This is an optimization exercise on Yosys and OpenROAD, whose aim is small area, a short achievable clock period and few clock cycles, not a production implementation.
No run shown here included a check of the RTL's function; only the layout flow was run.
Power is estimated from default activity; no workload was simulated.

==> design.v <==
package mips_pkg;
	typedef enum logic [5:0] {
		OP_RTYPE = 6'b000000,
		OP_J     = 6'b000010,
		OP_BEQ   = 6'b000100,
		OP_ADDI  = 6'b001000,
		OP_SLTI  = 6'b001010,
		OP_ANDI  = 6'b001100,
		OP_ORI   = 6'b001101,
		OP_XORI  = 6'b001110,
		OP_LW    = 6'b100011,
		OP_SW    = 6'b101011
	} opcode_e;
	typedef enum logic [5:0] {
		FN_SLL = 6'b000000,
		FN_SRL = 6'b000010,
		FN_SRA = 6'b000011,
		FN_ADD = 6'b100000,
		FN_SUB = 6'b100010,
		FN_AND = 6'b100100,
		FN_OR  = 6'b100101,
		FN_XOR = 6'b100110,
		FN_NOR = 6'b100111,
		FN_SLT = 6'b101010
	} funct_e;
	typedef enum logic [3:0] {
		ALU_AND = 4'd0,
		ALU_OR  = 4'd1,
		ALU_ADD = 4'd2,
		ALU_SUB = 4'd3,
		ALU_SLT = 4'd4,
		ALU_NOR = 4'd5,
		ALU_XOR = 4'd6,
		ALU_SLL = 4'd7,
		ALU_SRA = 4'd8,
		ALU_SRL = 4'd9
	} alu_op_e;
	typedef struct packed {
		logic reg_dst;
		logic alu_src;
		logic mem_read;
		logic mem_write;
		logic mem_to_reg;
		logic reg_write;
		logic is_branch;
		logic is_jump;
	} ctrl_t;
	typedef struct packed {
		logic [32-1:0] pc4;
		logic [32-1:0] instr;
	} if_id_t;
	typedef struct packed {
		ctrl_t            ctrl;
		alu_op_e          alu_op;
		logic [32-1:0] op_a;
		logic [32-1:0] op_b;
		logic [32-1:0] imm;
		logic [4:0]       shamt;
		logic [4:0]       rt;
		logic [4:0]       rd;
	} id_ex_t;
	typedef struct packed {
		ctrl_t            ctrl;
		logic [32-1:0] alu_res;
		logic [32-1:0] store_data;
		logic [4:0]       dst;
	} ex_mem_t;
endpackage
`timescale 1ns/1ns
module mips_chip (
	input  logic                clk,
	input  logic                rst_n,
	output logic                mem_read_D,
	output logic                mem_write_D,
	output logic [28-1:0] mem_addr_D,
	output logic [128-1:0]  mem_wdata_D,
	input  logic [128-1:0]  mem_rdata_D,
	input  logic                mem_ready_D,
	output logic                mem_read_I,
	output logic [28-1:0] mem_addr_I,
	input  logic [128-1:0]  mem_rdata_I,
	input  logic                mem_ready_I,
	output logic [30-1:0] DCACHE_addr_o,
	output logic [32-1:0]    DCACHE_wdata_o,
	output logic                DCACHE_wen_o
);
	logic [29:0]  pc_q;           
	logic         fd_v;
	logic [29:0]  fd_pc4;
	logic [31:0]  fd_ir;
	logic         de_v, de_wr, de_ld, de_st, de_beq;
	logic [4:0]   de_dst;
	logic [31:0]  de_a, de_b, de_imm;
	logic         de_fam, de_faw, de_fbm, de_fbw;
	logic         de_useimm, de_sub;
	logic [1:0]   de_kind;        
	logic [1:0]   de_lop;         
	logic [1:0]   de_sop;         
	logic [4:0]   de_sh;
	logic [29:0]  de_bt;
	logic         em_v, em_wr, em_ld, em_st;
	logic [4:0]   em_dst;
	logic [31:0]  em_res, em_sd;
	logic         mw_v, mw_wr, mw_st, mw_pend;
	logic [4:0]   mw_dst;
	logic [31:0]  mw_res, mw_sd;
	logic         freeze;
	assign freeze = mw_pend;
	logic [25:0]  it_q [4];
	logic [3:0]   iv_q;
	logic [127:0] il_q [4];
	logic         ireq_q;
	logic [27:0]  iaddr_q;
	logic [1:0]   fidx;
	logic         ihit, ibyp, fok, irdy;
	logic [31:0]  finstr, cinstr, binstr;
	logic [29:0]  pc_inc, pc_pred;
	logic         fj;
	logic [27:0]  pline, nline;
	logic         nhit, nfill;
	assign fidx   = pc_q[3:2];
	assign ihit   = iv_q[fidx] && (it_q[fidx] == pc_q[29:4]);
	assign irdy   = ireq_q && mem_ready_I;
	assign ibyp   = irdy && (iaddr_q == pc_q[29:2]);
	assign cinstr = il_q[fidx][pc_q[1:0]*32 +: 32];
	assign binstr = mem_rdata_I[pc_q[1:0]*32 +: 32];
	assign finstr = ibyp ? binstr : cinstr;
	assign fok    = ihit | ibyp;
	assign pc_inc = pc_q + 30'd1;
	assign fj     = (finstr[31:26] == 6'b000010);
	assign pc_pred = fj ? {pc_inc[29:26], finstr[25:0]} : pc_inc;
	assign pline = pc_q[29:2];
	assign nline = pline + 28'd1;
	assign nhit  = iv_q[nline[1:0]] && (it_q[nline[1:0]] == nline[27:2]);
	assign nfill = irdy && (iaddr_q == nline);
	assign mem_read_I = ireq_q;
	assign mem_addr_I = iaddr_q;
	always_ff @(posedge clk or negedge rst_n) begin
		if (!rst_n) begin
			ireq_q <= 1'b0;
			iv_q   <= '0;
		end else begin
			if (irdy) begin
				iv_q[iaddr_q[1:0]] <= 1'b1;
			end
			if (!ireq_q || irdy) begin
				ireq_q <= !fok || (!nhit && !nfill);
			end
		end
	end
	always_ff @(posedge clk) begin
		if (!ireq_q || irdy) begin
			iaddr_q <= fok ? nline : pline;
		end
		if (irdy) begin
			il_q[iaddr_q[1:0]] <= mem_rdata_I;
			it_q[iaddr_q[1:0]] <= iaddr_q[27:2];
		end
	end
	logic [5:0]  op, fn;
	logic [4:0]  rs, rt, rd;
	logic        r_ok, r_shift, i_alu, i_log, is_lw, is_sw, is_beq;
	logic        d_wr, use_rs, use_rt;
	logic [4:0]  d_dst;
	logic        load_use, ex_redir;
	assign op = fd_ir[31:26];
	assign fn = fd_ir[5:0];
	assign rs = fd_ir[25:21];
	assign rt = fd_ir[20:16];
	assign rd = fd_ir[15:11];
	always_comb begin
		r_ok = 1'b0;
		if (op == 6'h00) begin
			case (fn)
				6'h20, 6'h22, 6'h24, 6'h25, 6'h26, 6'h27, 6'h2A, 6'h00, 6'h02, 6'h03: r_ok = 1'b1;
				default: r_ok = 1'b0;
			endcase
		end
	end
	assign r_shift = (op == 6'h00) && (fn[5:2] == 4'b0000);
	assign i_log   = (op == 6'h0C) || (op == 6'h0D) || (op == 6'h0E);
	assign i_alu   = (op == 6'h08) || (op == 6'h0A) || i_log;
	assign is_lw   = (op == 6'h23);
	assign is_sw   = (op == 6'h2B);
	assign is_beq  = (op == 6'h04);
	assign d_dst   = r_ok ? rd : rt;
	assign d_wr    = (r_ok || i_alu || is_lw) && (d_dst != 5'd0);
	assign use_rs  = (r_ok && !r_shift) || i_alu || is_lw || is_sw || is_beq;
	assign use_rt  = r_ok || is_sw || is_beq;
	assign load_use = de_v && de_ld && de_wr &&
		((use_rs && rs == de_dst) || (use_rt && rt == de_dst));
	logic [31:0] rf [32];
	logic [31:1] rfv_q;
	logic        wb_we;
	logic [31:0] rf_a, rf_b, id_a, id_b;
	assign wb_we = mw_v && mw_wr && !mw_pend;
	always_ff @(posedge clk) begin
		if (wb_we) begin
			rf[mw_dst] <= mw_res;
		end
	end
	always_ff @(posedge clk or negedge rst_n) begin
		if (!rst_n) begin
			rfv_q <= '0;
		end else if (wb_we) begin
			rfv_q[mw_dst] <= 1'b1;
		end
	end
	assign rf_a = (rs != 5'd0 && rfv_q[rs]) ? rf[rs] : 32'd0;
	assign rf_b = (rt != 5'd0 && rfv_q[rt]) ? rf[rt] : 32'd0;
	assign id_a = (wb_we && mw_dst == rs) ? mw_res : rf_a;
	assign id_b = (wb_we && mw_dst == rt) ? mw_res : rf_b;
	logic [31:0] ex_a, ex_b, alu_b, alu_bx, sum, lres, sres, sin, sout, ex_res;
	logic        lt;
	assign ex_a = de_fam ? em_res : (de_faw ? mw_res : de_a);
	assign ex_b = de_fbm ? em_res : (de_fbw ? mw_res : de_b);
	assign alu_b  = de_useimm ? de_imm : ex_b;
	assign alu_bx = de_sub ? ~alu_b : alu_b;
	assign sum    = ex_a + alu_bx + {31'd0, de_sub};
	assign lt     = (ex_a[31] != alu_b[31]) ? ex_a[31] : sum[31];
	always_comb begin
		case (de_lop)
			2'd0:    lres = ex_a & alu_b;
			2'd1:    lres = ex_a | alu_b;
			2'd2:    lres = ex_a ^ alu_b;
			default: lres = ~(ex_a | alu_b);
		endcase
	end
	always_comb begin
		for (int i = 0; i < 32; i++) begin
			sin[i] = (de_sop == 2'd0) ? ex_b[31-i] : ex_b[i];
		end
		sout = $unsigned($signed({(de_sop == 2'd3) && ex_b[31], sin}) >>> de_sh);
		for (int i = 0; i < 32; i++) begin
			sres[i] = (de_sop == 2'd0) ? sout[31-i] : sout[i];
		end
	end
	always_comb begin
		case (de_kind)
			2'd0:    ex_res = sum;
			2'd1:    ex_res = lres;
			2'd2:    ex_res = {31'd0, lt};
			default: ex_res = sres;
		endcase
	end
	assign ex_redir = de_v && de_beq && (ex_a == ex_b);
	always_ff @(posedge clk or negedge rst_n) begin
		if (!rst_n) begin
			pc_q <= '0;
			fd_v <= 1'b0;
			de_v <= 1'b0;
			em_v <= 1'b0;
		end else if (!freeze) begin
			em_v <= de_v;
			if (ex_redir) begin
				pc_q <= de_bt;
				fd_v <= 1'b0;
				de_v <= 1'b0;
			end else if (load_use) begin
				de_v <= 1'b0;
			end else begin
				de_v <= fd_v;
				fd_v <= fok;
				if (fok) begin
					pc_q <= pc_pred;
				end
			end
		end
	end
	always_ff @(posedge clk) begin
		if (!freeze) begin
			em_wr  <= de_wr;
			em_ld  <= de_ld;
			em_st  <= de_st;
			em_dst <= de_dst;
			em_res <= ex_res;
			em_sd  <= ex_b;
			if (!ex_redir && !load_use) begin
				if (fok) begin
					fd_pc4 <= pc_inc;
					fd_ir  <= finstr;
				end
				de_wr     <= d_wr;
				de_ld     <= is_lw;
				de_st     <= is_sw;
				de_beq    <= is_beq;
				de_dst    <= d_dst;
				de_a      <= id_a;
				de_b      <= id_b;
				de_imm    <= i_log ? {16'd0, fd_ir[15:0]} : {{16{fd_ir[15]}}, fd_ir[15:0]};
				de_useimm <= !r_ok;
				de_fam    <= de_v && de_wr && de_dst == rs;
				de_fbm    <= de_v && de_wr && de_dst == rt;
				de_faw    <= em_v && em_wr && em_dst == rs;
				de_fbw    <= em_v && em_wr && em_dst == rt;
				de_sub    <= (r_ok && (fn == 6'h22 || fn == 6'h2A)) || op == 6'h0A;
				de_kind   <= r_ok ? (r_shift ? 2'd3 : (fn == 6'h2A ? 2'd2 :
					(fn[5:2] == 4'b1001 ? 2'd1 : 2'd0))) :
					(op == 6'h0A ? 2'd2 : (i_log ? 2'd1 : 2'd0));
				de_lop    <= r_ok ? fn[1:0] : op[1:0];
				de_sop    <= fn[1:0];
				de_sh     <= fd_ir[10:6];
				de_bt     <= fd_pc4 + {{14{fd_ir[15]}}, fd_ir[15:0]};
			end
		end
	end
	logic [27:0]  dt_q [2];
	logic [1:0]   dv_q, dd_q;
	logic [127:0] dl_q [2];
	logic         lru_q;          
	logic         vw_q;           
	logic         drd_q, dwr_q;
	logic [27:0]  mla;
	logic         dh0, dh1, dhit, macc, miss_ev, st_hit, hway, vsel;
	logic [31:0]  mword;
	logic         drdy_r, drdy_w;
	logic [127:0] fill;
	assign mla   = em_res[31:4];
	assign dh0   = dv_q[0] && (dt_q[0] == mla);
	assign dh1   = dv_q[1] && (dt_q[1] == mla);
	assign dhit  = dh0 || dh1;
	assign hway  = dh1;
	assign mword = dh1 ? dl_q[1][em_res[3:2]*32 +: 32] : dl_q[0][em_res[3:2]*32 +: 32];
	assign macc  = em_v && (em_ld || em_st);
	assign miss_ev = !freeze && macc && !dhit;
	assign st_hit  = !freeze && em_v && em_st && dhit;
	assign vsel  = !dv_q[0] ? 1'b0 : (!dv_q[1] ? 1'b1 : lru_q);
	assign drdy_r = drd_q && mem_ready_D;
	assign drdy_w = dwr_q && mem_ready_D;
	always_comb begin
		fill = mem_rdata_D;
		if (mw_st) begin
			fill[mw_res[3:2]*32 +: 32] = mw_sd;
		end
	end
	assign mem_read_D  = drd_q;
	assign mem_write_D = dwr_q;
	assign mem_addr_D  = dwr_q ? dt_q[vw_q] : mw_res[31:4];
	assign mem_wdata_D = dl_q[vw_q];
	always_ff @(posedge clk or negedge rst_n) begin
		if (!rst_n) begin
			dv_q    <= '0;
			lru_q   <= 1'b0;
			drd_q   <= 1'b0;
			dwr_q   <= 1'b0;
			mw_pend <= 1'b0;
			mw_v    <= 1'b0;
		end else begin
			if (!freeze) begin
				mw_v    <= em_v;
				mw_pend <= miss_ev;
			end
			if (miss_ev) begin
				if (dv_q[vsel] && dd_q[vsel]) begin
					dwr_q <= 1'b1;
				end else begin
					drd_q <= 1'b1;
				end
			end
			if (drdy_w) begin
				dwr_q <= 1'b0;
				drd_q <= 1'b1;
			end
			if (drdy_r) begin
				drd_q     <= 1'b0;
				mw_pend   <= 1'b0;
				dv_q[vw_q] <= 1'b1;
				lru_q     <= !vw_q;
			end else if (!freeze && macc && dhit) begin
				lru_q <= !hway;
			end
		end
	end
	always_ff @(posedge clk) begin
		if (miss_ev) begin
			vw_q <= vsel;
		end
		if (!freeze) begin
			mw_wr  <= em_wr;
			mw_st  <= em_st;
			mw_dst <= em_dst;
			mw_sd  <= em_sd;
			mw_res <= (em_ld && dhit) ? mword : em_res;
		end
		if (st_hit) begin
			dl_q[hway][em_res[3:2]*32 +: 32] <= em_sd;
			dd_q[hway] <= 1'b1;
		end
		if (drdy_r) begin
			dl_q[vw_q] <= fill;
			dt_q[vw_q] <= mw_res[31:4];
			dd_q[vw_q] <= mw_st;
			if (!mw_st) begin
				mw_res <= mem_rdata_D[mw_res[3:2]*32 +: 32];
			end
		end
	end
	assign DCACHE_wen_o   = em_v && em_st && !freeze;
	assign DCACHE_addr_o  = em_res[31:2];
	assign DCACHE_wdata_o = em_sd;
endmodule
==> run.sh <==
#!/bin/bash
# synth_recipe.tcl (not shown) runs the flow's synth.tcl, then flattens the netlist and writes it again
# the make line also repeats each setting of config.mk as NAME=value (left out here)
make -C /OpenROAD-flow-scripts/flow DESIGN_CONFIG=/design/flow/config.mk WORK_HOME=/design/flow/orfs CLKGATE_MAP_FILE= SYNTH_SCRIPT=/design/flow/synth_recipe.tcl finish
==> config.mk <==
export PLATFORM = sky130hd
export DESIGN_NAME = mips_chip
export DESIGN_NICKNAME = mips_chip
export VERILOG_FILES = /design/flow/design.v
export SDC_FILE = /design/flow/constraint.sdc
export NUM_CORES = 8
export LEC_CHECK = 0
export CAP_MARGIN = 20
export CORE_MARGIN = 2
export CORE_UTILIZATION = 40
export SLEW_MARGIN = 20
==> constraint.sdc <==
create_clock -name core_clock -period 10.0 [get_ports {clk}]
set_input_delay 2.0000 -clock core_clock [delete_from_list [all_inputs] [get_ports {clk}]]
set_output_delay 2.0000 -clock core_clock [all_outputs]
set_load 0.01 [all_outputs]
==> summary.md, run 1 <==
| Metric | Value |
|---|---|
| Number of synthesized register bits | `approximately 2400` |
| Number of synthesis warnings | `1` |
| Final period demand of the worst path | `roughly 6700 ps` |
| Number of port buffers | `509` |
| Share of the clock period used by the worst path after layout | `between 60% and 70%` |
| Met2 layer usage reported by global route | `40.7%` |
| Internal Pwr Total | `between 15 and 20 mW` |
| Gate Count Post-Synth | `7728` |
| Slew margin rel. | `21.7%` |
| Clock-pin slew on the worst setup and hold paths | `~60 ps` |
| Post-detailed-routing wire length | `~400000 um` |
| Nets | `8487` |
| Setup crit end kind | `output pin` |
| Worst min path class | `flop to flop` |
| Worst EP required | `about 8000 ps` |
| Kind of start point of the critical path | `flop` |
| Total global routing overflow | `0` |
| Cell-by-cell listing of the critical path | `buf_4 -> mux2i_1 -> a21oi_1 -> clkdlybuf4s50_1` |
| FMAX | `about 150 MHz` |
| Cell types with the largest area share after synthesis | `sky130_fd_sc_hd__edfxtp_1 56%, sky130_fd_sc_hd__mux4_2 19%, sky130_fd_sc_hd__mux2i_1 2.6%` |
| Gr busiest metal | `met2` |
| Fin area | `0.140 mm2` |
| Largest net degree at the start of global routing | `between 150 and 200` |
| Number of global-route vias before repair | `a little under 80000` |
| Combined area of all synthesized cells | `between 0.1 and 0.15 mm2` |
| Switch share | `about 22%` |
| Starting DRC count in detailed routing | `about 11000` |
| Crit path max fanout | `70` |
| Share of power burned in the clock network | `between 40% and 50%` |
| Area Overhead vs Synth | `15.4%` |
| Pre-antenna DRT Iters | `8` |
| Initial core utilization | `between 40% and 50%` |
| Power density relative to cell area | `about 160 mW/mm2` |
| Net switching power | `4.80 mW` |
| Placed wire-length estimate after detailed placement | `262000 um` |
| Number of clock sinks seen by CTS | `between 2000 and 2500` |
| Cell at the root of the clock tree | `sky130_fd_sc_hd__clkbuf_16` |
| Number of flops mapped to enable cells by yosys | `between 2000 and 2500` |
| Global-route wire length before repair | `between 500000 and 600000 um` |
| Total number of vias | `approximately 77000` |
| Met1 track demand over resource | `34.1%` |
| Vertical die dimension | `~560 um` |
| Cell accounting for the most synthesized area | `sky130_fd_sc_hd__edfxtp_1` |
| Distinct cell type count after synthesis | `89` |
| Final number of max-transition violations | `0` |
| Number of maximum-capacitance violations | `0` |
| Worst slack on hold paths | `around 430 ps` |
| Portion of total power attributed to combinational logic | `under 10%` |
| DRC violations left | `0` |
| Final-layout fill cell count | `25910` |
| Number of buffers added to fix hold violations after cts | `0` |
| ANT nets after route | `0` |
| Final number of hold-violating endpoints | `0` |
| Share of final-layout standard cells stronger than drive strength 1 | `a little under a quarter` |
| Asr flop ratio synth | `around 3.2%` |
| Post-place instance area | `0.131 mm2` |
| Number of H-tree branching levels | `5` |
| Cell Count, Final, Fillers Out | `between 10000 and 15000` |
| Longest Clk Path Bufs | `4` |
| Worst skew pair latency | `~900 ps` |
| GRT met3 Usage | `~5.7%` |
| Worst-margin pin slew | `between 1000 and 1500 ps` |
| Skew final | `between 80 and 90 ps` |
| Master of the slowest instance on the critical path | `sky130_fd_sc_hd__dfxtp_4` |
| Type of the setup path with the least slack | `flop to output pin` |
| Leading post-synthesis cells by instance count | `2284 x sky130_fd_sc_hd__edfxtp_1, 1025 x sky130_fd_sc_hd__mux4_2, 512 x sky130_fd_sc_hd__o21ai_0, 413 x sky130_fd_sc_hd__clkbuf_1, 338 x sky130_fd_sc_hd__nand2_1` |
| Clock tree from TritonCTS | `built` |
| Worst VDD drop | `about 0.15 mV` |
| Setup slack of the worst register-to-register path | `4440 ps` |
| Number of I/O pins | `510` |
| Global placement routability congestion | `between 0.9 and 1` |
| Arr. time, crit path | `about 4700 ps` |
| Startpoint of the tightest hold check path | `de_st` |
| Mean routed wirelength per cell | `between 30 and 40 um` |
| Post-synth net total | `approximately 8100` |
| Per-instance average area after synthesis | `about 16 um2` |
| Share of Yosys cell area claimed by the top area cell type | `between 50% and 60%` |
| Delay of the slowest cell on the worst path | `between 900 and 1000 ps` |
| Antenna violations before repair | `56` |
| Result of the run | `no timing/DRC/antenna violations` |
| GRT Util Overall | `a little over a quarter` |
| Number of buffers added by the clock tree synthesis step | `277` |
| DIE WIDTH | `roughly 560 um` |
| Core Area | `approximately 0.30 mm2` |
| Sequential power share | `roughly half` |
| Dominant register cell in the synthesized netlist | `sky130_fd_sc_hd__edfxtp_1` |
| Setup repair after global routing missed its margin | `no` |
| Resized Gates After CTS | `0` |
| Portion of the post-synthesis area used by sequential elements | `between 50% and 60%` |
| Reported leakage power | `approximately 47 nW` |
| Worst R2R Start | `de_fbm` |
| Top-count cell post-synth | `sky130_fd_sc_hd__edfxtp_1` |
| Placed Instances | `about 12000` |
| Final Setup Violations | `0` |
| Die outline area | `slightly above 0.3 mm2` |
| Number of vias per cell after detailed routing | `6.29` |
| Setup repair bufs after CTS | `0` |
| Total number of placement rows | `around 200` |
[cells by family (layout without fill, tap and decap cells)]
group,after synthesis,count (layout),share of synthesized area [%]
fa+ha+maj,146,146,1.51
simple gates,1223,1223,4.72
xor+xnor,390,390,2.81
buf+inv,821,1395,2.74
mux,1609,1609,24.1
other cells,0,32,0
compound gates,1134,1134,5.47
flops,2405,2405,58.7
[cells in the final DEF, fill, tap and decap left out, types with 31 or more instances in the layout]
master                               n
sky130_fd_sc_hd__mux2_1             35
sky130_fd_sc_hd__nor3_1             53
sky130_fd_sc_hd__clkbuf_1           57
sky130_fd_sc_hd__nor2_4             38
sky130_fd_sc_hd__ha_1              142
sky130_fd_sc_hd__clkbuf_16         287
sky130_fd_sc_hd__a21o_1             37
sky130_fd_sc_hd__clkinv_2           48
sky130_fd_sc_hd__inv_1             185
sky130_fd_sc_hd__o21ai_1            51
sky130_fd_sc_hd__xnor2_1           264
sky130_fd_sc_hd__diode_2            32
sky130_fd_sc_hd__nand2b_1           31
sky130_fd_sc_hd__dfrtp_1            70
sky130_fd_sc_hd__nand2_1           337
sky130_fd_sc_hd__o21bai_1           36
sky130_fd_sc_hd__nor4_1             36
sky130_fd_sc_hd__buf_4             184
sky130_fd_sc_hd__a22oi_1           136
sky130_fd_sc_hd__mux2i_1           313
sky130_fd_sc_hd__edfxtp_1         2284
sky130_fd_sc_hd__mux4_2           1025
sky130_fd_sc_hd__nand3_1           309
sky130_fd_sc_hd__o21ai_0           506
sky130_fd_sc_hd__clkdlybuf4s50_1   508
sky130_fd_sc_hd__a21oi_1           208
sky130_fd_sc_hd__xor2_1            126
sky130_fd_sc_hd__nand4_1            46
sky130_fd_sc_hd__nor2_1            236
sky130_fd_sc_hd__mux2_2            228
sky130_fd_sc_hd__clkinv_1           40
[per-layer routing]
metal	routed length (um)	part of all wire [%]
met1	155000	38
met2	189000	46
met3	41300	10
met4	24600	6.0
met5	383	0.093
[power groups by stage]
| stage | Sequential (mW) | Combinational, mW | Clock (mW) |
|---|---|---|---|
| after floorplan | 11.5 | 0.274 | 0 |
| after global placement | 11.4 | 0.758 | 0 |
| after detailed placement | 11.4 | 0.772 | 0 |
| after CTS | 11.2 | 0.775 | 10.3 |
| after global routing | 11.2 | 0.819 | 10.6 |
| final | 11.2 | 0.787 | 10.1 |
[metrics by stage]
step / util (%) / setup TNS (ps) / setup WS [ps] / total power [mW]
6_report: 46.4 / 0 / 3280 / 22.2
5_1_grt: 46.3 / 0 / 3340 / 22.7
4_1_cts: 46.3 / 0 / 3600 / 22.3
3_5_place_dp: 43.3 / 0 / 4100 / 12.2
3_3_place_gp: 43.3 / 0 / 4070 / 12.2
2_1_floorplan: - / -1040700 / -3590 / 11.8
[area by class of cell]
cell class / instances / area, um2 / area share, %
diodes: 32 / 80.1 / 0.0570
clock buffers: 363 / 7660 / 5.45
clock inverters: 136 / 1330 / 0.947
inverters: 191 / 722 / 0.514
multi-input cells: 4502 / 47400 / 33.8
flip-flops and latches: 2405 / 71400 / 50.9
well taps: 3978 / 4980 / 3.55
repair buffers: 705 / 6730 / 4.80
[flip-flops by register name (all words and copies together) (netlist names), 12 cells and up, named ones only]
| name | count |
|---|---|
| mw_res | 32 |
| mw_sd | 32 |
| rf | 1024 |
| de_imm | 12 |
| il_q | 512 |
| de_b | 32 |
| dl_q | 256 |
| em_sd | 32 |
| fd_ir | 32 |
| em_res | 32 |
| dt_q | 56 |
| iaddr_q | 28 |
| fd_pc4 | 30 |
| de_bt | 30 |
| de_a | 32 |
| rfv_q | 31 |
| it_q | 104 |
| pc_q | 30 |
[critical path, delay by kind of cell, from the launching register on]
family          cells  cell delay, ps
buf+inv             2            1690
flops               1             940
compound gates      1             780
mux                 1             200
[path summary, 6_finish.rpt]
| check | endpoint | cells past startpoint |
|---|---|---|
| max | mem_addr_D[27] | 4 |
| min | em_st | 0 |
| max reg2reg | de_a[5] | 11 |
| min reg2reg | em_st | 0 |
| max in group asynchronous | pc_q[21] | 2 |
| min in group asynchronous | iv_q[0] | 1 |
==> inputs of run 2 (changes only) <==
--- a/design.v
+++ b/design.v
@@ -276,9 +276,9 @@
 			em_res <= ex_res;
 			em_sd  <= ex_b;
-			if (!ex_redir && !load_use) begin
-				if (fok) begin
-					fd_pc4 <= pc_inc;
-					fd_ir  <= finstr;
-				end
+			if (!load_use && fok) begin
+				fd_pc4 <= pc_inc;
+				fd_ir  <= finstr;
+			end
+			begin
 				de_wr     <= d_wr;
 				de_ld     <= is_lw;
@@ -311,9 +311,17 @@
 	logic         vw_q;           
 	logic         drd_q, dwr_q;
+	logic         mw_wait;
+	logic [27:0]  fs_la;
+	logic [1:0]   fs_w;
+	logic [31:0]  fs_sd;
+	logic         fs_st;
 	logic [27:0]  mla;
-	logic         dh0, dh1, dhit, macc, miss_ev, st_hit, hway, vsel;
+	logic         dh0, dh1, dhit, macc, st_hit, hway, vsel, busy;
+	logic         start_m, start_w, start, same, em_missw, hitfill, oth_st;
+	logic [31:0]  oth_res, oth_sd;
 	logic [31:0]  mword;
 	logic         drdy_r, drdy_w;
 	logic [127:0] fill;
+	assign busy  = drd_q || dwr_q;
 	assign mla   = em_res[31:4];
 	assign dh0   = dv_q[0] && (dt_q[0] == mla);
@@ -323,18 +331,29 @@
 	assign mword = dh1 ? dl_q[1][em_res[3:2]*32 +: 32] : dl_q[0][em_res[3:2]*32 +: 32];
 	assign macc  = em_v && (em_ld || em_st);
-	assign miss_ev = !freeze && macc && !dhit;
 	assign st_hit  = !freeze && em_v && em_st && dhit;
+	assign start_m = !freeze && macc && !dhit && !busy;
+	assign start_w = mw_pend && mw_wait && !busy;
+	assign start   = start_m || start_w;
 	assign vsel  = !dv_q[0] ? 1'b0 : (!dv_q[1] ? 1'b1 : lru_q);
 	assign drdy_r = drd_q && mem_ready_D;
 	assign drdy_w = dwr_q && mem_ready_D;
+	assign em_missw = !freeze && macc && !dhit && busy;
+	assign oth_res  = mw_pend ? mw_res : em_res;
+	assign oth_sd   = mw_pend ? mw_sd : em_sd;
+	assign oth_st   = mw_pend ? mw_st : em_st;
+	assign same     = (mw_pend || em_missw) && (oth_res[31:4] == fs_la);
+	assign hitfill  = drdy_r && same;
 	always_comb begin
 		fill = mem_rdata_D;
-		if (mw_st) begin
-			fill[mw_res[3:2]*32 +: 32] = mw_sd;
+		if (fs_st) begin
+			fill[fs_w*32 +: 32] = fs_sd;
+		end
+		if (same && oth_st) begin
+			fill[oth_res[3:2]*32 +: 32] = oth_sd;
 		end
 	end
 	assign mem_read_D  = drd_q;
 	assign mem_write_D = dwr_q;
-	assign mem_addr_D  = dwr_q ? dt_q[vw_q] : mw_res[31:4];
+	assign mem_addr_D  = dwr_q ? dt_q[vw_q] : fs_la;
 	assign mem_wdata_D = dl_q[vw_q];
 	always_ff @(posedge clk or negedge rst_n) begin
@@ -345,11 +364,14 @@
 			dwr_q   <= 1'b0;
 			mw_pend <= 1'b0;
+			mw_wait <= 1'b0;
 			mw_v    <= 1'b0;
 		end else begin
 			if (!freeze) begin
 				mw_v    <= em_v;
-				mw_pend <= miss_ev;
+				mw_pend <= macc && !dhit && (busy || em_ld);
+				mw_wait <= macc && !dhit && busy;
 			end
-			if (miss_ev) begin
+			if (start) begin
+				dv_q[vsel] <= 1'b0;
 				if (dv_q[vsel] && dd_q[vsel]) begin
 					dwr_q <= 1'b1;
@@ -358,4 +380,8 @@
 				end
 			end
+			if (start_w) begin
+				mw_wait <= 1'b0;
+				mw_pend <= !mw_st;
+			end
 			if (drdy_w) begin
 				dwr_q <= 1'b0;
@@ -363,8 +389,11 @@
 			end
 			if (drdy_r) begin
-				drd_q     <= 1'b0;
-				mw_pend   <= 1'b0;
+				drd_q      <= 1'b0;
 				dv_q[vw_q] <= 1'b1;
-				lru_q     <= !vw_q;
+				lru_q      <= !vw_q;
+				if (same) begin
+					mw_pend <= 1'b0;
+					mw_wait <= 1'b0;
+				end
 			end else if (!freeze && macc && dhit) begin
 				lru_q <= !hway;
@@ -373,7 +402,18 @@
 	end
 	always_ff @(posedge clk) begin
-		if (miss_ev) begin
+		if (start) begin
 			vw_q <= vsel;
 		end
+		if (start_m) begin
+			fs_la <= mla;
+			fs_w  <= em_res[3:2];
+			fs_sd <= em_sd;
+			fs_st <= em_st;
+		end else if (start_w) begin
+			fs_la <= mw_res[31:4];
+			fs_w  <= mw_res[3:2];
+			fs_sd <= mw_sd;
+			fs_st <= mw_st;
+		end
 		if (!freeze) begin
 			mw_wr  <= em_wr;
@@ -389,8 +429,8 @@
 		if (drdy_r) begin
 			dl_q[vw_q] <= fill;
-			dt_q[vw_q] <= mw_res[31:4];
-			dd_q[vw_q] <= mw_st;
-			if (!mw_st) begin
-				mw_res <= mem_rdata_D[mw_res[3:2]*32 +: 32];
+			dt_q[vw_q] <= fs_la;
+			dd_q[vw_q] <= fs_st || (same && oth_st);
+			if (same && !oth_st) begin
+				mw_res <= fill[oth_res[3:2]*32 +: 32];
 			end
 		end
--- a/config.mk
+++ b/config.mk
@@ -6,6 +6,8 @@
 export NUM_CORES = 8
 export LEC_CHECK = 0
+export ABC_CLOCK_PERIOD_IN_PS = 4000
 export CAP_MARGIN = 20
 export CORE_MARGIN = 2
 export CORE_UTILIZATION = 40
+export SETUP_SLACK_MARGIN = 5
 export SLEW_MARGIN = 20
==> summary.md, run 2 <==
| Metric | Value |
|---|---|
| Cell-by-cell listing of the critical path | `inv_1 -> nor2_4 -> and2_1 -> clkdlybuf4s50_1` |
| Setup slack of the worst register-to-register path | `5060 ps (+620 ps)` |
| Final period demand of the worst path | `4970 ps (-1750 ps)` |
| Portion of total power attributed to combinational logic | `5.6% (+2.0 points)` |
| Share of the clock period used by the worst path after layout | `49.7% (-17 points)` |
| Antenna violations before repair | `41 (-27%)` |
| Worst-margin pin slew | `1250 ps (+108 ps)` |
| Share of power burned in the clock network | `43.9% (-1.9 points)` |
| Post-detailed-routing wire length | `443000 um (+7.9%)` |
| Number of H-tree branching levels | `5 (unchanged)` |
| Number of I/O pins | `510 (unchanged)` |
| Cell types with the largest area share after synthesis | `sky130_fd_sc_hd__edfxtp_1 55%, sky130_fd_sc_hd__mux4_2 18%, sky130_fd_sc_hd__mux2i_1 2.4%` |
| Nets | `9200 (+8.4%)` |
| Total number of placement rows | `205 (+1.5%)` |
| Per-instance average area after synthesis | `14.9 um2 (-5.3%)` |
| Initial core utilization | `40.3% (+0.071 points)` |
| Power density relative to cell area | `158 mW/mm2 (about the same)` |
| Count of buffer and inverter cells on the critical path | `2 (unchanged)` |
| Longest Clk Path Bufs | `4 (unchanged)` |
| FMAX | `201 MHz (+35%)` |
| Number of synthesized register bits | `2469 (+2.7%)` |
| Sequential power share | `50.5% (-0.2 points)` |
| Gate Count Post-Synth | `8433 (+9.1%)` |
| Reported leakage power | `48.6 nW (+3.5%)` |
| Result of the run | `no timing/DRC/antenna violations` |
| Final Setup Violations | `0 (unchanged)` |
| Setup crit end kind | `output pin` |
| Global placement routability congestion | `0.973 (+1.8%)` |
| Vertical die dimension | `565 um (+1.7%)` |
| Number of flops mapped to enable cells by yosys | `2314 (+1.3%)` |
| Number of port buffers | `509 (unchanged)` |
| Most frequent cells in the layout | `2314 x sky130_fd_sc_hd__edfxtp_1, 981 x sky130_fd_sc_hd__mux4_2, 591 x sky130_fd_sc_hd__nand2_1, 561 x sky130_fd_sc_hd__o21ai_0, 503 x sky130_fd_sc_hd__clkdlybuf4s50_1` |
| Master of the slowest instance on the critical path | `sky130_fd_sc_hd__clkdlybuf4s50_1` |
| Worst min path class | `flop to flop` |
| Number of vias per cell after detailed routing | `6.37 (+1.3%)` |
| Cell at the root of the clock tree | `sky130_fd_sc_hd__clkbuf_16` |
| Worst EP required | `8000 ps (about the same)` |
| Post-synth net total | `8844 (+8.7%)` |
| Number of maximum-capacitance violations | `0 (unchanged)` |
| Type of the setup path with the least slack | `flop to output pin` |
| Switch share | `23.2% (+1.5 points)` |
| Core Area | `0.312 mm2 (+3.2%)` |
| Most frequent standard cell in the layout excluding fill and tap cells | `sky130_fd_sc_hd__edfxtp_1` |
| Pre-antenna DRT Iters | `8 (unchanged)` |
| Skew final | `106 ps (+22.7 ps)` |
| Number of synthesis warnings | `1 (unchanged)` |
| DRC violations left | `0 (unchanged)` |
| Share of Yosys cell area claimed by the top area cell type | `55.3% (-1.1 points)` |
| ANT nets after route | `0 (unchanged)` |
| Number of buffers added by the clock tree synthesis step | `281 (+1.4%)` |
| Final number of max-transition violations | `0 (unchanged)` |
| Register ranked first by flip-flop count | `rf` |
| Starting DRC count in detailed routing | `12236 (+14%)` |
| Dominant register cell in the synthesized netlist | `sky130_fd_sc_hd__edfxtp_1` |
| Total chip power | `23.0 mW (+3.7%)` |
| Delay of the slowest cell on the worst path | `770 ps (-170 ps)` |
| Clock-pin slew on the worst setup and hold paths | `60 ps (about the same)` |
| Asr flop ratio synth | `3.12% (-0.041 points)` |
| Worst skew pair latency | `950 ps (+50 ps)` |
| Total global routing overflow | `0 (unchanged)` |
| Portion of the post-synthesis area used by sequential elements | `58.0% (-0.65 points)` |
| Total number of vias | `83967 (+8.5%)` |
| Area Overhead vs Synth | `15.9%` |
| Cell accounting for the most synthesized area | `sky130_fd_sc_hd__edfxtp_1` |
| Worst VDD drop | `0.154 mV (+5.0%)` |
| Mean routed wirelength per cell | `33.6 um (+0.83%)` |
| Kind of start point of the critical path | `flop` |
| Setup repair after global routing missed its margin | `yes` |
| Largest net degree at the start of global routing | `155 (-0.64%)` |
| Global-route wire length before repair | `620000 um (+7.1%)` |
| Clock tree from TritonCTS | `built` |
| Arr. time, crit path | `2970 ps (-1750 ps)` |
| Number of clock sinks seen by CTS | `2469 (+2.7%)` |
| Share of final-layout standard cells stronger than drive strength 1 | `23.1% (-0.67 points)` |
| Kind of cell adding the most delay to the critical path | `buffers and inverters` |
| Placed wire-length estimate after detailed placement | `280000 um (+6.7%)` |
| Final number of hold-violating endpoints | `0 (unchanged)` |
| Distinct cell type count after synthesis | `85 (-4.5%)` |
| Combined area of all synthesized cells | `0.126 mm2 (+3.4%)` |
| GRT Util Overall | `27.1% (+1.0 points)` |
| Crit path max fanout | `3 (-96%)` |
| Slew margin rel. | `16.7% (-5.0 points)` |
| Net switching power | `5.32 mW (+11%)` |
| Top-count cell post-synth | `sky130_fd_sc_hd__edfxtp_1` |
| DIE WIDTH | `565 um (+1.7%)` |
| Die outline area | `0.319 mm2 (+3.3%)` |
| Leading post-synthesis cells by instance count | `2314 x sky130_fd_sc_hd__edfxtp_1, 981 x sky130_fd_sc_hd__mux4_2, 596 x sky130_fd_sc_hd__nand2_1, 571 x sky130_fd_sc_hd__o21ai_0, 510 x sky130_fd_sc_hd__clkbuf_1` |
| Setup_tns | `0 ps (unchanged)` |
| Largest register FFs | `1024 (unchanged)` |
| Internal Pwr Total | `17.7 mW (+1.8%)` |
| Number of global-route vias before repair | `82994 (+7.4%)` |
[run 2: through the flow]
stage	hold slack, ps	worst slack, ps	utilization [%]	cell area [um2]	instances
6_report	446	5030	46.6	146000	13180
5_1_grt	448	4950	46.6	146000	13162
4_1_cts	450	4960	46.5	145000	13134
3_5_place_dp	436	3230	43.4	136000	12607
3_3_place_gp	418	3230	43.4	136000	12606
2_1_floorplan	400	3550	-	126000	8433
[run 2: cell type report]
type	instances	area, um2
flip-flops and latches	2469	73000
multi-input cells	5048	50100
inverters	220	848
fillers	26774	167000
diodes	23	57.6
clock inverters	140	1410
repair buffers	769	7590
well taps	4140	5180
clock buffers	371	7490
[run 2: power by group through the flow]
stage	clock (mW)	sequential, mW	combinational (mW)
after floorplan	0	11.8	0.600
after global placement	0	11.8	1.22
after detailed placement	0	11.8	1.24
after CTS	10.2	11.6	1.25
after global routing	10.6	11.6	1.33
final	10.1	11.6	1.28
[run 2: kinds of logic after synthesis]
group | Yosys count | share of synthesized area, %
DFF | 2469 | 58.0
muxes | 1561 | 22.5
and+or+nand+nor | 1467 | 5.23
AOI/OAI and AO/OA | 1461 | 7.00
buffers and inverters | 918 | 2.89
xor gates and xnor gates | 405 | 2.82
adders and majority gates | 152 | 1.52
[run 2: metal layers]
metal	wire [um]	track usage (%)	vias up
met2	204000	42.8	5466
met1	164000	34.9	43070
met4	27200	14.2	34
li1	-	-	34204
met3	48100	6.22	1193
met5	214	0	-
[run 2: timing repair]
action	in CTS	in global routing
endpoints found under the setup margin	527	338
hold endpoints to repair	0	0
gates cloned	4	5
buffers inserted	12	18
hold buffers	0	0
pin swaps	5	4
resized for setup	97	44
[run 2: worst paths after layout]
path	start	endpoint	depth (start not counted)
min reg2reg	de_st	em_st	0
max	em_v	DCACHE_wen_o	4
min	de_st	em_st	0
max reg2reg	em_res[30]	mw_res[29]	14
min in group asynchronous	rst_n	pc_q[10]	1
max in group asynchronous	rst_n	pc_q[3]	2
==> inputs of run 3 (changes only) <==
--- a/design.v
+++ b/design.v
@@ -91,5 +91,8 @@
 	logic         de_v, de_wr, de_ld, de_st, de_beq;
 	logic [4:0]   de_dst;
-	logic [31:0]  de_a, de_b, de_imm;
+	logic [31:0]  de_a, de_b;
+	logic [15:0]  de_imm;
+	logic         de_immz;        
+	logic [29:0]  de_pc4;
 	logic         de_fam, de_faw, de_fbm, de_fbw;
 	logic         de_useimm, de_sub;
@@ -97,6 +100,4 @@
 	logic [1:0]   de_lop;         
 	logic [1:0]   de_sop;         
-	logic [4:0]   de_sh;
-	logic [29:0]  de_bt;
 	logic         em_v, em_wr, em_ld, em_st;
 	logic [4:0]   em_dst;
@@ -113,15 +114,24 @@
 	logic [27:0]  iaddr_q;
 	logic [1:0]   fidx;
-	logic         ihit, ibyp, fok, irdy;
+	logic         imatch, ihit, ibyp, fok, irdy;
 	logic [31:0]  finstr, cinstr, binstr;
 	logic [29:0]  pc_inc, pc_pred;
 	logic         fj;
 	logic [27:0]  pline, nline;
-	logic         nhit, nfill;
+	logic         nhit, nfill, inew;
+	logic [27:0]  inaddr;
 	assign fidx   = pc_q[3:2];
 	assign ihit   = iv_q[fidx] && (it_q[fidx] == pc_q[29:4]);
 	assign irdy   = ireq_q && mem_ready_I;
-	assign ibyp   = irdy && (iaddr_q == pc_q[29:2]);
-	assign cinstr = il_q[fidx][pc_q[1:0]*32 +: 32];
+	assign imatch = ireq_q && (iaddr_q == pc_q[29:2]);
+	assign ibyp   = imatch && mem_ready_I;
+	always_comb begin
+		cinstr = '0;
+		for (int l = 0; l < 4; l++) begin
+			for (int w = 0; w < 4; w++) begin
+				cinstr = cinstr | (il_q[l][w*32 +: 32] & {32{fidx == l && pc_q[1:0] == w}});
+			end
+		end
+	end
 	assign binstr = mem_rdata_I[pc_q[1:0]*32 +: 32];
 	assign finstr = ibyp ? binstr : cinstr;
@@ -134,4 +144,6 @@
 	assign nhit  = iv_q[nline[1:0]] && (it_q[nline[1:0]] == nline[27:2]);
 	assign nfill = irdy && (iaddr_q == nline);
+	assign inew  = !fok || (!nhit && !nfill);
+	assign inaddr = fok ? nline : pline;
 	assign mem_read_I = ireq_q;
 	assign mem_addr_I = iaddr_q;
@@ -145,5 +157,8 @@
 			end
 			if (!ireq_q || irdy) begin
-				ireq_q <= !fok || (!nhit && !nfill);
+				ireq_q <= inew;
+				if (inew) begin
+					iv_q[inaddr[1:0]] <= 1'b0;
+				end
 			end
 		end
@@ -151,9 +166,11 @@
 	always_ff @(posedge clk) begin
 		if (!ireq_q || irdy) begin
-			iaddr_q <= fok ? nline : pline;
+			iaddr_q <= inaddr;
+			if (inew) begin
+				it_q[inaddr[1:0]] <= inaddr[27:2];
+			end
 		end
-		if (irdy) begin
+		if (ireq_q) begin
 			il_q[iaddr_q[1:0]] <= mem_rdata_I;
-			it_q[iaddr_q[1:0]] <= iaddr_q[27:2];
 		end
 	end
@@ -190,12 +207,15 @@
 	assign load_use = de_v && de_ld && de_wr &&
 		((use_rs && rs == de_dst) || (use_rt && rt == de_dst));
-	logic [31:0] rf [32];
+	logic [31:1][31:0] rf;
 	logic [31:1] rfv_q;
+	logic [31:1] rs_sel, rt_sel;
 	logic        wb_we;
 	logic [31:0] rf_a, rf_b, id_a, id_b;
 	assign wb_we = mw_v && mw_wr && !mw_pend;
 	always_ff @(posedge clk) begin
-		if (wb_we) begin
-			rf[mw_dst] <= mw_res;
+		for (int i = 1; i < 32; i++) begin
+			if (wb_we && mw_dst == i) begin
+				rf[i] <= mw_res;
+			end
 		end
 	end
@@ -207,13 +227,24 @@
 		end
 	end
-	assign rf_a = (rs != 5'd0 && rfv_q[rs]) ? rf[rs] : 32'd0;
-	assign rf_b = (rt != 5'd0 && rfv_q[rt]) ? rf[rt] : 32'd0;
+	always_comb begin
+		rf_a = '0;
+		rf_b = '0;
+		for (int i = 1; i < 32; i++) begin
+			rs_sel[i] = (rs == i) && rfv_q[i];
+			rt_sel[i] = (rt == i) && rfv_q[i];
+			rf_a = rf_a | (rf[i] & {32{rs_sel[i]}});
+			rf_b = rf_b | (rf[i] & {32{rt_sel[i]}});
+		end
+	end
 	assign id_a = (wb_we && mw_dst == rs) ? mw_res : rf_a;
 	assign id_b = (wb_we && mw_dst == rt) ? mw_res : rf_b;
-	logic [31:0] ex_a, ex_b, alu_b, alu_bx, sum, lres, sres, sin, sout, ex_res;
+	logic [29:0] ex_bt;
+	logic [31:0] ex_imm, ex_a, ex_b, alu_b, alu_bx, sum, lres, sres, sin, sout, ex_res;
 	logic        lt;
 	assign ex_a = de_fam ? em_res : (de_faw ? mw_res : de_a);
 	assign ex_b = de_fbm ? em_res : (de_fbw ? mw_res : de_b);
-	assign alu_b  = de_useimm ? de_imm : ex_b;
+	assign ex_imm = {{16{de_imm[15] && !de_immz}}, de_imm};
+	assign ex_bt  = de_pc4 + {{14{de_imm[15]}}, de_imm};
+	assign alu_b  = de_useimm ? ex_imm : ex_b;
 	assign alu_bx = de_sub ? ~alu_b : alu_b;
 	assign sum    = ex_a + alu_bx + {31'd0, de_sub};
@@ -231,5 +262,5 @@
 			sin[i] = (de_sop == 2'd0) ? ex_b[31-i] : ex_b[i];
 		end
-		sout = $unsigned($signed({(de_sop == 2'd3) && ex_b[31], sin}) >>> de_sh);
+		sout = $unsigned($signed({(de_sop == 2'd3) && ex_b[31], sin}) >>> de_imm[10:6]);
 		for (int i = 0; i < 32; i++) begin
 			sres[i] = (de_sop == 2'd0) ? sout[31-i] : sout[i];
@@ -254,5 +285,5 @@
 			em_v <= de_v;
 			if (ex_redir) begin
-				pc_q <= de_bt;
+				pc_q <= ex_bt;
 				fd_v <= 1'b0;
 				de_v <= 1'b0;
@@ -288,5 +319,7 @@
 				de_a      <= id_a;
 				de_b      <= id_b;
-				de_imm    <= i_log ? {16'd0, fd_ir[15:0]} : {{16{fd_ir[15]}}, fd_ir[15:0]};
+				de_imm    <= fd_ir[15:0];
+				de_immz   <= i_log;
+				de_pc4    <= fd_pc4;
 				de_useimm <= !r_ok;
 				de_fam    <= de_v && de_wr && de_dst == rs;
@@ -300,6 +333,4 @@
 				de_lop    <= r_ok ? fn[1:0] : op[1:0];
 				de_sop    <= fn[1:0];
-				de_sh     <= fd_ir[10:6];
-				de_bt     <= fd_pc4 + {{14{fd_ir[15]}}, fd_ir[15:0]};
 			end
 		end
@@ -318,4 +349,5 @@
 	logic [27:0]  mla;
 	logic         dh0, dh1, dhit, macc, st_hit, hway, vsel, busy;
+	logic         same_mw, same_em;
 	logic         start_m, start_w, start, same, em_missw, hitfill, oth_st;
 	logic [31:0]  oth_res, oth_sd;
@@ -329,5 +361,11 @@
 	assign dhit  = dh0 || dh1;
 	assign hway  = dh1;
-	assign mword = dh1 ? dl_q[1][em_res[3:2]*32 +: 32] : dl_q[0][em_res[3:2]*32 +: 32];
+	always_comb begin
+		mword = '0;
+		for (int w = 0; w < 4; w++) begin
+			mword = mword | (dl_q[0][w*32 +: 32] & {32{dh0 && em_res[3:2] == w}})
+				| (dl_q[1][w*32 +: 32] & {32{dh1 && em_res[3:2] == w}});
+		end
+	end
 	assign macc  = em_v && (em_ld || em_st);
 	assign st_hit  = !freeze && em_v && em_st && dhit;
@@ -342,5 +380,7 @@
 	assign oth_sd   = mw_pend ? mw_sd : em_sd;
 	assign oth_st   = mw_pend ? mw_st : em_st;
-	assign same     = (mw_pend || em_missw) && (oth_res[31:4] == fs_la);
+	assign same_mw  = (mw_res[31:4] == fs_la);
+	assign same_em  = (mla == fs_la);
+	assign same     = mw_pend ? same_mw : (macc && busy && same_em);
 	assign hitfill  = drdy_r && same;
 	always_comb begin
@@ -427,7 +467,9 @@
 			dd_q[hway] <= 1'b1;
 		end
-		if (drdy_r) begin
+		if (drd_q) begin
 			dl_q[vw_q] <= fill;
 			dt_q[vw_q] <= fs_la;
+		end
+		if (drdy_r) begin
 			dd_q[vw_q] <= fs_st || (same && oth_st);
 			if (same && !oth_st) begin
==> flow/run.sh (new file) <==
#!/bin/bash
set -uo pipefail
export SETUP_SLACK_MARGIN=6.5
bash standard.sh > standard.log 2>&1
==> standard.sh (new file) <==
#!/bin/bash
# synth_recipe.tcl (not shown) runs the flow's synth.tcl, then flattens the netlist and writes it again
# the make line also repeats each setting of config.mk as NAME=value (left out here)
make -C /OpenROAD-flow-scripts/flow DESIGN_CONFIG=/design/flow/config.mk WORK_HOME=/design/flow/orfs CLKGATE_MAP_FILE= SYNTH_SCRIPT=/design/flow/synth_recipe.tcl "${@:-finish}"
--- a/config.mk
+++ b/config.mk
@@ -6,8 +6,7 @@
 export NUM_CORES = 8
 export LEC_CHECK = 0
-export ABC_CLOCK_PERIOD_IN_PS = 4000
+export ABC_CLOCK_PERIOD_IN_PS = 3500
 export CAP_MARGIN = 20
 export CORE_MARGIN = 2
 export CORE_UTILIZATION = 40
-export SETUP_SLACK_MARGIN = 5
 export SLEW_MARGIN = 20
removed: run.sh
==> summary.md, run 3 <==
| Metric | Value |
|---|---|
| Result of the run | `no timing/DRC/antenna violations` |
| Clock-pin slew on the worst setup and hold paths | `60 ps (about the same)` |
| Skew final | `63.6 ps (-42.0 ps)` |
| Number of global-route vias before repair | `95890 (+16%)` |
| Worst skew pair latency | `900 ps (-50 ps)` |
| Vertical die dimension | `551 um (-2.3%)` |
| Register ranked first by flip-flop count | `rf` |
| Setup_tns | `0 ps (unchanged)` |
| Total number of vias | `101650 (+21%)` |
| Largest register FFs | `992 (-3.1%)` |
| Pre-antenna DRT Iters | `11 (+3)` |
| Nets | `10682 (+16%)` |
| DRC violations left | `0 (unchanged)` |
| Most frequent standard cell in the layout excluding fill and tap cells | `sky130_fd_sc_hd__edfxtp_1` |
| Slew margin rel. | `24.5% (+7.9 points)` |
| Distinct cell type count after synthesis | `96 (+13%)` |
| Final period demand of the worst path | `4370 ps (-602 ps)` |
| Global placement routability congestion | `0.977 (+0.48%)` |
| Number of H-tree branching levels | `5 (unchanged)` |
| Final number of max-transition violations | `0 (unchanged)` |
| Share of the clock period used by the worst path after layout | `43.7% (-6.0 points)` |
| Starting DRC count in detailed routing | `20288 (+66%)` |
| Mean routed wirelength per cell | `39.0 um (+16%)` |
| Per-instance average area after synthesis | `12.9 um2 (-13%)` |
| Initial core utilization | `40.1% (-0.16 points)` |
| Top-count cell post-synth | `sky130_fd_sc_hd__edfxtp_1` |
| Largest net degree at the start of global routing | `96 (-38%)` |
| FMAX | `229 MHz (+14%)` |
| DIE WIDTH | `551 um (-2.3%)` |
| Arr. time, crit path | `2370 ps (-600 ps)` |
| Cell-by-cell listing of the critical path | `buf_12 -> buf_16 -> mux2_2 -> dlygate4sd2_1` |
| Post-place setup slack | `4030 ps (+808 ps)` |
| Post-detailed-routing wire length | `564000 um (+27%)` |
| Portion of the post-synthesis area used by sequential elements | `59.9% (+1.9 points)` |
| Worst-margin pin slew | `1130 ps (-118 ps)` |
| GRT Util Overall | `35.3% (+8.2 points)` |
| Cell Count, Final, Fillers Out | `14455 (+9.7%)` |
| Total number of placement rows | `201 (-2.0%)` |
| Number of synthesized register bits | `2427 (-1.7%)` |
| Power density relative to cell area | `149 mW/mm2 (-5.4%)` |
| Worst-case setup margin in the final layout | `5630 ps (+602 ps)` |
| Area Overhead vs Synth | `27.2%` |
| Worst VDD drop | `0.147 mV (-4.3%)` |
| Number of I/O pins | `510 (unchanged)` |
| Combined area of all synthesized cells | `0.120 mm2 (-4.7%)` |
| Placed wire-length estimate after detailed placement | `316000 um (+13%)` |
| Number of flops mapped to enable cells by yosys | `2282 (-1.4%)` |
| Share of Yosys cell area claimed by the top area cell type | `57.2% (+1.9 points)` |
| Setup crit end kind | `output pin` |
| Worst EP required | `8000 ps (about the same)` |
| Most frequent cells in the layout | `2282 x sky130_fd_sc_hd__edfxtp_1, 617 x sky130_fd_sc_hd__buf_4, 507 x sky130_fd_sc_hd__a22oi_1, 406 x sky130_fd_sc_hd__a22o_1, 397 x sky130_fd_sc_hd__a221oi_1` |
| Number of clock sinks seen by CTS | `2427 (-1.7%)` |
| Master of the slowest instance on the critical path | `sky130_fd_sc_hd__dfxtp_4` |
| Gate Count Post-Synth | `9267 (+9.9%)` |
| Reported leakage power | `55.6 nW (+14%)` |
| Setup repair after global routing missed its margin | `yes` |
| Crit path max fanout | `12 (+9)` |
| Clock tree from TritonCTS | `built` |
| Leading post-synthesis cells by instance count | `2282 x sky130_fd_sc_hd__edfxtp_1, 637 x sky130_fd_sc_hd__clkbuf_1, 510 x sky130_fd_sc_hd__a22oi_1, 506 x sky130_fd_sc_hd__nor2_1, 449 x sky130_fd_sc_hd__o21ai_0` |
| Asr flop ratio synth | `3.17% (+0.054 points)` |
| Placed Instances | `13194 (+4.7%)` |
| Number of vias per cell after detailed routing | `7.03 (+10%)` |
| Cell types with the largest area share after synthesis | `sky130_fd_sc_hd__edfxtp_1 57%, sky130_fd_sc_hd__mux4_2 3.3%, sky130_fd_sc_hd__a22oi_1 3.2%` |
| Core occupancy in the finished layout | `51.0% (+4.3 points)` |
| Number of port buffers | `509 (unchanged)` |
| Kind of cell adding the most delay to the critical path | `buffers and inverters` |
| Delay of the slowest cell on the worst path | `400 ps (-370 ps)` |
| Die outline area | `0.304 mm2 (-4.6%)` |
| Cell accounting for the most synthesized area | `sky130_fd_sc_hd__edfxtp_1` |
| Number of maximum-capacitance violations | `0 (unchanged)` |
| Worst min path class | `flop to flop` |
| Final Setup Violations | `0 (unchanged)` |
| Dominant register cell in the synthesized netlist | `sky130_fd_sc_hd__edfxtp_1` |
| Post-synth net total | `9682 (+9.5%)` |
| Kind of start point of the critical path | `flop` |
| Share of final-layout standard cells stronger than drive strength 1 | `28.3% (+5.1 points)` |
| Antenna violations before repair | `80 (+95%)` |
| Number of synthesis warnings | `1 (unchanged)` |
| Global-route wire length before repair | `757000 um (+22%)` |
| Number of buffers added by the clock tree synthesis step | `273 (-2.8%)` |
| Total global routing overflow | `0 (unchanged)` |
| ANT nets after route | `0 (unchanged)` |
| Type of the setup path with the least slack | `flop to output pin` |
| Count of buffer and inverter cells on the critical path | `3 (+1)` |
| Longest Clk Path Bufs | `4 (unchanged)` |
| Cell at the root of the clock tree | `sky130_fd_sc_hd__clkbuf_16` |
| Final number of hold-violating endpoints | `0 (unchanged)` |
| Core Area | `0.299 mm2 (-4.3%)` |
-- run 3: worst register-to-register path, stage by stage, from the launching register on --
cell and delay, ps:
sky130_fd_sc_hd__dfrtp_4 490, sky130_fd_sc_hd__buf_16 120, sky130_fd_sc_hd__clkinvlp_4 110, sky130_fd_sc_hd__buf_12 150, sky130_fd_sc_hd__ha_4 310, sky130_fd_sc_hd__buf_12 150, sky130_fd_sc_hd__buf_12 120, sky130_fd_sc_hd__mux4_2 530
sky130_fd_sc_hd__xnor2_2 180, sky130_fd_sc_hd__xnor2_1 160, sky130_fd_sc_hd__nor3_2 190, sky130_fd_sc_hd__a31oi_2 100, sky130_fd_sc_hd__a2111oi_4 330, sky130_fd_sc_hd__nand4b_1 260, sky130_fd_sc_hd__o211ai_4 180, sky130_fd_sc_hd__buf_12 140
sky130_fd_sc_hd__buf_6 100, sky130_fd_sc_hd__buf_6 110, sky130_fd_sc_hd__buf_4 110, sky130_fd_sc_hd__o21ai_4 60, sky130_fd_sc_hd__buf_12 170
-- run 3: path summary, 6_finish.rpt --
| path | endpoint | start | slack (ps) | cells after the start |
|---|---|---|---|---|
| worst max register to register | it_q[2][19] | pc_q[2] | 5650 | 20 |
| worst min-delay path | de_pc4[28] | fd_pc4[28] | 420 | 0 |
| worst max-delay path | mem_wdata_D[117] | flop | 5630 | 4 |
| worst min register to register | de_pc4[28] | fd_pc4[28] | 420 | 0 |
| max in group asynchronous | mw_pend | rst_n | 7480 | 2 |
| min in group asynchronous | iv_q[3] | rst_n | 1010 | 1 |
-- run 3: final cells by class --
type	count	area, um2
Antenna cell	26	65.1
Clock buffer	335	7280
Clock inverter	144	1230
Fill cell	24873	147000
Inverter	206	817
Multi-Input combinational cell	5813	49400
Sequential cell	2427	71900
Tap cell	3958	4950
Timing Repair Buffer	1544	16900
Timing Repair inverter	2	16.3
-- run 3: power by group --
group | internal [mW] | switching [mW]
logic | 0.532 | 0.836
clock network | 5.57 | 4.31
registers | 11.4 | 0.133
total | 17.5 | 5.28
-- run 3: repair_timing --
item	in CTS	in global routing
pin swaps	179	183
resized for setup	2061	616
hold buffers	0	0
setup endpoints to repair	2380	1812
gates cloned	66	21
setup buffers	448	221
-- run 3: per-layer routing --
metal	part of all wire (%)	global-route usage, %	vias up
li1	-	-	38975
met1	34	44.2	49600
met3	16	14.6	2751
met4	8.5	22.8	118
met2	41	50.2	10206
met5	0.17	0.156	-
-- run 3: stage by stage --
| step | cell area [um2] | hold WS, ps | power [mW] |
|---|---|---|---|
| final | 152000 | 417 | 22.7 |
| after global routing | 152000 | 423 | 23.2 |
| after CTS | 148000 | 419 | 22.6 |
| after detailed placement | 130000 | 405 | 12.9 |
| after global placement | 130000 | 402 | 12.8 |
| after floorplan | 120000 | 400 | 12.2 |
-- run 3: logic make-up (layout without fill, tap and decap cells) --
| kind of cell | count (synthesis) | after routing | share of synthesized area [%] |
|---|---|---|---|
| other | 0 | 26 | 0 |
| multiplexers | 755 | 755 | 8.52 |
| adder cells (fa/ha/maj) | 158 | 158 | 1.66 |
| AO/OA/AOI/OAI | 2634 | 2641 | 16.0 |
| flip-flops | 2427 | 2427 | 59.9 |
| AND/OR/NAND/NOR | 1841 | 1843 | 7.46 |
| buffers and inverters | 1036 | 2231 | 3.45 |
| XOR/XNOR | 416 | 416 | 3.04 |

[static timing again, ports no longer ideal]
The results above use ideal ports. As a check the final layouts listed here were re-extracted and re-timed, cells and wires unchanged.
Step 1 sets driving cells, clkbuf_16 on the clock port and buf_2 on the other inputs (assumed; they add their load-dependent delay and slew).
Step 2, shift: input delay + t, output delay - t, t = (earliest + latest rising clock arrival at the registers) / 2. This alone moves slack from input paths to output paths.
Three values: no drivers, after step 1, after step 2; two values: the first two.
run	shift t [ns]	setup WS [ns]	pins driven straight from the clock port
run 1	0.950	3.282 / 3.184 / 4.122	1
run 2	0.988	5.029 / 4.931 / 4.288	1
run 3	0.966	5.631 / 5.531 / 5.308	1
After both steps every run listed still meets setup and hold. For run 2, which loses most, drivers alone change the setup slack by -0.098 ns; drivers and shift together by -0.741 ns.
